Context: an optimization exercise on an open-source flow, tuned for small area and a short achievable clock period. The choices shown serve that exercise and are no tape-out recipe.
Power and IR drop assume default switching activity.

== delta ==
==> flow/design.v <==
package rv_pkg;
    localparam int xlen       = 32;
    localparam int reg_addr_w = 5;
    localparam int n_regs     = 32;
    localparam int funct3_w   = 3;
    localparam logic [xlen-1:0] reset_pc = 32'h0040_0000;
    localparam logic [4:0] op_op_imm = 5'b00100;
    localparam logic [4:0] op_auipc  = 5'b00101;
    localparam logic [4:0] op_op     = 5'b01100;
    localparam logic [4:0] op_lui    = 5'b01101;
    localparam logic [funct3_w-1:0] alu_add  = 3'd0;
    localparam logic [funct3_w-1:0] alu_sll  = 3'd1;
    localparam logic [funct3_w-1:0] alu_slt  = 3'd2;
    localparam logic [funct3_w-1:0] alu_sltu = 3'd3;
    localparam logic [funct3_w-1:0] alu_xor  = 3'd4;
    localparam logic [funct3_w-1:0] alu_sr   = 3'd5;  
    localparam logic [funct3_w-1:0] alu_or   = 3'd6;
    localparam logic [funct3_w-1:0] alu_and  = 3'd7;
endpackage
import rv_pkg::*;
module fetch_unit (
    input  logic            clk,
    input  logic            rst_n,
    output logic [xlen-1:0] icache_addr,
    output logic [xlen-1:2] pc_dec
);
    logic [xlen-1:2] pc;
    always_ff @(posedge clk) begin
        if (!rst_n)
            pc <= reset_pc[xlen-1:2];
        else
            pc <= pc + 30'd1;
    end
    assign icache_addr = {pc, 2'b00};
    assign pc_dec      = pc - 30'd1;
endmodule
import rv_pkg::*;
module inst_decoder (
    input  logic [xlen-1:2]       ir,
    output logic                  is_op,
    output logic                  is_op_imm,
    output logic                  is_lui,
    output logic                  is_auipc,
    output logic [xlen-1:0]       imm,
    output logic [9:0]            sel,    
    output logic                  sub,
    output logic                  sra
);
    logic [2:0] f3;
    assign is_op     = ir[6:2] == op_op;
    assign is_op_imm = ir[6:2] == op_op_imm;
    assign is_lui    = ir[6:2] == op_lui;
    assign is_auipc  = ir[6:2] == op_auipc;
    assign f3 = ir[14:12];
    assign imm = (is_lui | is_auipc) ? {ir[31:12], 12'd0} : {{20{ir[31]}}, ir[31:20]};
    logic alu_op;
    assign alu_op = is_op | is_op_imm;
    always_comb begin
        sel = '0;
        if (alu_op)
            sel[f3] = 1'b1;
        else
            sel[0] = 1'b1;
    end
    assign sub = alu_op & ((f3 == alu_add & ir[30] & is_op) | f3 == alu_slt | f3 == alu_sltu);
    assign sra = ir[30] & (f3 == alu_sr);
endmodule
import rv_pkg::*;
module alu (
    input  logic [xlen-1:0] a,
    input  logic [xlen-1:0] bx,
    input  logic [9:0]      sel,
    input  logic            sub,
    input  logic            sra,
    input  logic [4:0]      shl,    
    input  logic [4:0]      shr,    
    output logic [xlen-1:0] r
);
    logic [xlen+1:0] s;
    logic [xlen-1:0] sum;
    logic            cout;
    logic            lt;
    logic            ltu;
    logic [xlen-1:0] sll;
    logic [xlen-1:0] sr;
    assign s    = {1'b0, a, 1'b1} + {1'b0, bx, sub};
    assign sum  = s[xlen:1];
    assign cout = s[xlen+1];
    assign ltu  = ~cout;
    assign lt   = (a[xlen-1] ^ bx[xlen-1]) ? sum[xlen-1] : a[xlen-1];
    assign sll = a << shl;
    assign sr  = xlen'($signed({sra & a[xlen-1], a}) >>> shr);
    assign r = ({xlen{sel[0]}} & sum)
             | ({xlen{sel[1]}} & sll)
             | {31'd0, (sel[2] & lt) | (sel[3] & ltu)}
             | ({xlen{sel[4]}} & (a ^ bx))
             | ({xlen{sel[5]}} & sr)
             | ({xlen{sel[6]}} & (a | bx))
             | ({xlen{sel[7]}} & (a & bx));
endmodule
import rv_pkg::*;
module gpr_file (
    input  logic                  clk,
    input  logic [n_regs-1:1]     rs1_sel,   
    input  logic [n_regs-1:1]     rs2_sel,
    output logic [xlen-1:0]       rs1,
    output logic [xlen-1:0]       rs2,
    input  logic [reg_addr_w-1:0] wr_addr,   
    input  logic [xlen-1:0]       wr_data
);
    logic [xlen-1:0] regs [1:n_regs-1];  
    always_ff @(posedge clk) begin
        if (wr_addr != '0)
            regs[wr_addr] <= wr_data;
    end
    always_comb begin
        rs1 = '0;
        rs2 = '0;
        for (int i = 1; i < n_regs; i++) begin
            rs1 = rs1 | ({xlen{rs1_sel[i]}} & regs[i]);
            rs2 = rs2 | ({xlen{rs2_sel[i]}} & regs[i]);
        end
    end
endmodule
import rv_pkg::*;
module rv_core (
    input  logic                          clk,
    input  logic                          rst_n,
    input  logic [rv_pkg::xlen-1:0]       icache_data,
    output logic [rv_pkg::xlen-1:0]       icache_addr,
    output logic                          wb_valid,
    output logic [rv_pkg::reg_addr_w-1:0] wb_rd,
    output logic [rv_pkg::xlen-1:0]       wb_data
);
    logic [xlen-1:2] pc_dec;
    logic [xlen-1:2] ir;
    logic            d_valid;
    fetch_unit u_fetch (.clk(clk), .rst_n(rst_n), .icache_addr(icache_addr), .pc_dec(pc_dec));
    logic [n_regs-1:1] rs1_sel_f, rs2_sel_f;
    logic [n_regs-1:1] rs1_sel, rs2_sel;
    logic              f_rs1, f_rs2;
    assign f_rs1 = icache_data[6:2] == op_op || icache_data[6:2] == op_op_imm;
    assign f_rs2 = icache_data[6:2] == op_op;
    always_comb begin
        for (int i = 1; i < n_regs; i++) begin
            rs1_sel_f[i] = f_rs1 && icache_data[19:15] == reg_addr_w'(i);
            rs2_sel_f[i] = f_rs2 && icache_data[24:20] == reg_addr_w'(i);
        end
    end
    always_ff @(posedge clk) begin
        ir      <= icache_data[xlen-1:2];
        d_valid <= rst_n;
        rs1_sel <= rs1_sel_f;
        rs2_sel <= rs2_sel_f;
    end
    logic            is_op, is_op_imm, is_lui, is_auipc;
    logic [xlen-1:0] imm;
    logic [9:0]      sel_d;
    logic            sub_d, sra_d;
    inst_decoder u_dec (
        .ir(ir), .is_op(is_op), .is_op_imm(is_op_imm), .is_lui(is_lui), .is_auipc(is_auipc),
        .imm(imm), .sel(sel_d), .sub(sub_d), .sra(sra_d)
    );
    logic [4:0]      rs1_a, rs2_a, rd_d;
    logic [xlen-1:0] rf1, rf2;
    logic            exec_d;
    assign rs1_a  = ir[19:15];
    assign rs2_a  = ir[24:20];
    assign rd_d   = ir[11:7];
    assign exec_d = d_valid & (is_op | is_op_imm | is_lui | is_auipc);
    logic            e_valid;
    logic [4:0]      e_rd;      
    logic [xlen-1:0] e_a, e_bx;    
    logic [4:0]      e_shl, e_shr;  
    logic [9:0]      e_sel;
    logic            e_sub, e_sra;
    logic [4:0]      w_rd;
    logic [xlen-1:0] w_data;
    logic [xlen-1:0] r;         
    gpr_file u_gpr (
        .clk(clk), .rs1_sel(rs1_sel), .rs2_sel(rs2_sel), .rs1(rf1), .rs2(rf2),
        .wr_addr(e_rd), .wr_data(r)
    );
    logic use_rs1, use_rs2;
    logic fa_d, fb_d;
    logic [xlen-1:0] a_d, b_d;
    assign use_rs1 = is_op | is_op_imm;
    assign use_rs2 = is_op;
    assign fa_d = use_rs1 & (rs1_a != 5'd0) & (rs1_a == e_rd);
    assign fb_d = use_rs2 & (rs2_a != 5'd0) & (rs2_a == e_rd);
    assign a_d = rf1 | (is_auipc ? {pc_dec, 2'b00} : '0);
    assign b_d = rf2 | (use_rs2 ? '0 : imm);
    logic [xlen-1:0] b_nxt;
    assign b_nxt = fb_d ? r : b_d;
    always_ff @(posedge clk) begin
        e_valid <= rst_n & exec_d;
        e_rd    <= (rst_n & exec_d) ? rd_d : 5'd0;
        e_a     <= fa_d ? r : a_d;
        e_bx    <= b_nxt ^ {xlen{sub_d}};
        e_shl   <= sel_d[1] ? b_nxt[4:0] : 5'd0;
        e_shr   <= sel_d[5] ? b_nxt[4:0] : 5'd0;
        e_sel   <= sel_d;
        e_sub   <= sub_d;
        e_sra   <= sra_d;
    end
    alu u_alu (.a(e_a), .bx(e_bx), .sel(e_sel), .sub(e_sub), .sra(e_sra), .shl(e_shl), .shr(e_shr), .r(r));
    always_ff @(posedge clk) begin
        wb_valid <= rst_n & e_valid;
        w_rd     <= e_rd;
        w_data   <= r;
    end
    assign wb_rd   = w_rd;
    assign wb_data = w_data;
endmodule
Settings: LEC_CHECK=0, CAP_MARGIN=20, CORE_MARGIN=2, CORE_UTILIZATION=40, CTS_CLUSTER_SIZE=30, SETUP_SLACK_MARGIN=5, SLEW_MARGIN=20, TNS_END_PERCENT=10; clock period 8.0 ns.
run.sh (not shown) runs the stock make flow with config.mk's settings and CLKGATE_MAP_FILE= SYNTH_SCRIPT=/design/flow/synth_recipe.tcl, a recipe that flattens the netlist after the stock synthesis.
delta completed end to end with timing, DRC and antenna clean.
Input changes introduced in garnet (baseline for comparison: delta):
--- a/flow/design.v
+++ b/flow/design.v
@@ -100,10 +100,10 @@
 endmodule
 import rv_pkg::*;
 module gpr_file (
     input  logic                  clk,
-    input  logic [n_regs-1:1]     rs1_sel,   
-    input  logic [n_regs-1:1]     rs2_sel,
+    input  logic [reg_addr_w-1:0] rs1_addr,
+    input  logic [reg_addr_w-1:0] rs2_addr,
     output logic [xlen-1:0]       rs1,
     output logic [xlen-1:0]       rs2,
     input  logic [reg_addr_w-1:0] wr_addr,   
     input  logic [xlen-1:0]       wr_data
@@ -116,10 +116,10 @@
     always_comb begin
         rs1 = '0;
         rs2 = '0;
         for (int i = 1; i < n_regs; i++) begin
-            rs1 = rs1 | ({xlen{rs1_sel[i]}} & regs[i]);
-            rs2 = rs2 | ({xlen{rs2_sel[i]}} & regs[i]);
+            rs1 = rs1 | ({xlen{rs1_addr == reg_addr_w'(i)}} & regs[i]);
+            rs2 = rs2 | ({xlen{rs2_addr == reg_addr_w'(i)}} & regs[i]);
         end
     end
 endmodule
 import rv_pkg::*;
@@ -135,24 +135,11 @@
     logic [xlen-1:2] pc_dec;
     logic [xlen-1:2] ir;
     logic            d_valid;
     fetch_unit u_fetch (.clk(clk), .rst_n(rst_n), .icache_addr(icache_addr), .pc_dec(pc_dec));
-    logic [n_regs-1:1] rs1_sel_f, rs2_sel_f;
-    logic [n_regs-1:1] rs1_sel, rs2_sel;
-    logic              f_rs1, f_rs2;
-    assign f_rs1 = icache_data[6:2] == op_op || icache_data[6:2] == op_op_imm;
-    assign f_rs2 = icache_data[6:2] == op_op;
-    always_comb begin
-        for (int i = 1; i < n_regs; i++) begin
-            rs1_sel_f[i] = f_rs1 && icache_data[19:15] == reg_addr_w'(i);
-            rs2_sel_f[i] = f_rs2 && icache_data[24:20] == reg_addr_w'(i);
-        end
-    end
     always_ff @(posedge clk) begin
         ir      <= icache_data[xlen-1:2];
         d_valid <= rst_n;
-        rs1_sel <= rs1_sel_f;
-        rs2_sel <= rs2_sel_f;
     end
     logic            is_op, is_op_imm, is_lui, is_auipc;
     logic [xlen-1:0] imm;
     logic [9:0]      sel_d;
@@ -173,24 +160,42 @@
     logic [xlen-1:0] e_a, e_bx;    
     logic [4:0]      e_shl, e_shr;  
     logic [9:0]      e_sel;
     logic            e_sub, e_sra;
-    logic [4:0]      w_rd;
+    logic [4:0]      w_rd;      
     logic [xlen-1:0] w_data;
-    logic [xlen-1:0] r;         
     gpr_file u_gpr (
-        .clk(clk), .rs1_sel(rs1_sel), .rs2_sel(rs2_sel), .rs1(rf1), .rs2(rf2),
-        .wr_addr(e_rd), .wr_data(r)
+        .clk(clk), .rs1_addr(rs1_a), .rs2_addr(rs2_a), .rs1(rf1), .rs2(rf2),
+        .wr_addr(w_rd), .wr_data(w_data)
     );
     logic use_rs1, use_rs2;
     logic fa_d, fb_d;
     logic [xlen-1:0] a_d, b_d;
     assign use_rs1 = is_op | is_op_imm;
     assign use_rs2 = is_op;
     assign fa_d = use_rs1 & (rs1_a != 5'd0) & (rs1_a == e_rd);
     assign fb_d = use_rs2 & (rs2_a != 5'd0) & (rs2_a == e_rd);
-    assign a_d = rf1 | (is_auipc ? {pc_dec, 2'b00} : '0);
-    assign b_d = rf2 | (use_rs2 ? '0 : imm);
+    always_comb begin
+        if (is_auipc)
+            a_d = {pc_dec, 2'b00};
+        else if (!use_rs1 || rs1_a == 5'd0)
+            a_d = '0;
+        else if (rs1_a == w_rd)
+            a_d = w_data;
+        else
+            a_d = rf1;
+    end
+    always_comb begin
+        if (!use_rs2)
+            b_d = imm;
+        else if (rs2_a == 5'd0)
+            b_d = '0;
+        else if (rs2_a == w_rd)
+            b_d = w_data;
+        else
+            b_d = rf2;
+    end
+    logic [xlen-1:0] r;
     logic [xlen-1:0] b_nxt;
     assign b_nxt = fb_d ? r : b_d;
     always_ff @(posedge clk) begin
         e_valid <= rst_n & exec_d;
### Flow results
Summary: with delta as the reference, number of setup buffers added after CTS in garnet moved up by more than 100%. [compare] base=delta new=garnet: total power -0.057 mW; finished layout cell area rose by 6.2%. Higher post-detailed-route wirelength per cell among garnet and delta: garnet. Capture point of the worst path: e_bx[9] -> garnet, e_bx[28] -> delta. Last weighted congestion value of the routability-driven placer came out higher on garnet than on delta. Power per cell area: garnet < delta. Changes observed in garnet relative to delta: detailed-placement wirelength estimate increased by 10% relative to the old numbers, final cell utilization of the core went up. Comparing garnet and delta, the higher biggest cell delay along the critical path was measured on delta. Compared with delta, garnet shows internal power component that has gone down by a few percent.
Function was not checked in any run of this note: the RTL went through the layout flow alone.

afterwards: timing with drivers on the ports:
In the flow no input, the clock included, has a driving cell. The finished layouts below were timed again as built, in two steps.
Step 1, drivers: a clkbuf_16 drives clk and a buf_2 each remaining input, both assumed.
Step 2 adds t to the input delays and takes it off the output delays; t is the mean of the earliest and latest rising clock arrival at the registers after step 1. Input paths then give back, and output paths get back, about the clock's delay inside the block.
Slacks: no drivers / after step 1 / after step 2; pairs: no drivers / after step 1.
run	t, ns	setup WS [ns]	clock arrival spread, ns	worst slew at a driven data input, ns	pins driven straight from the clock port
delta	0.845	4.631 / 4.631 / 4.369	0.038 / 0.037	0.10	1
garnet	0.844	4.679 / 4.679 / 4.679	0.093 / 0.093	0.05	1
After both steps every run listed still meets setup and hold. For delta, which loses most, drivers alone change the setup slack by 0.000 ns; drivers and shift together by -0.262 ns.
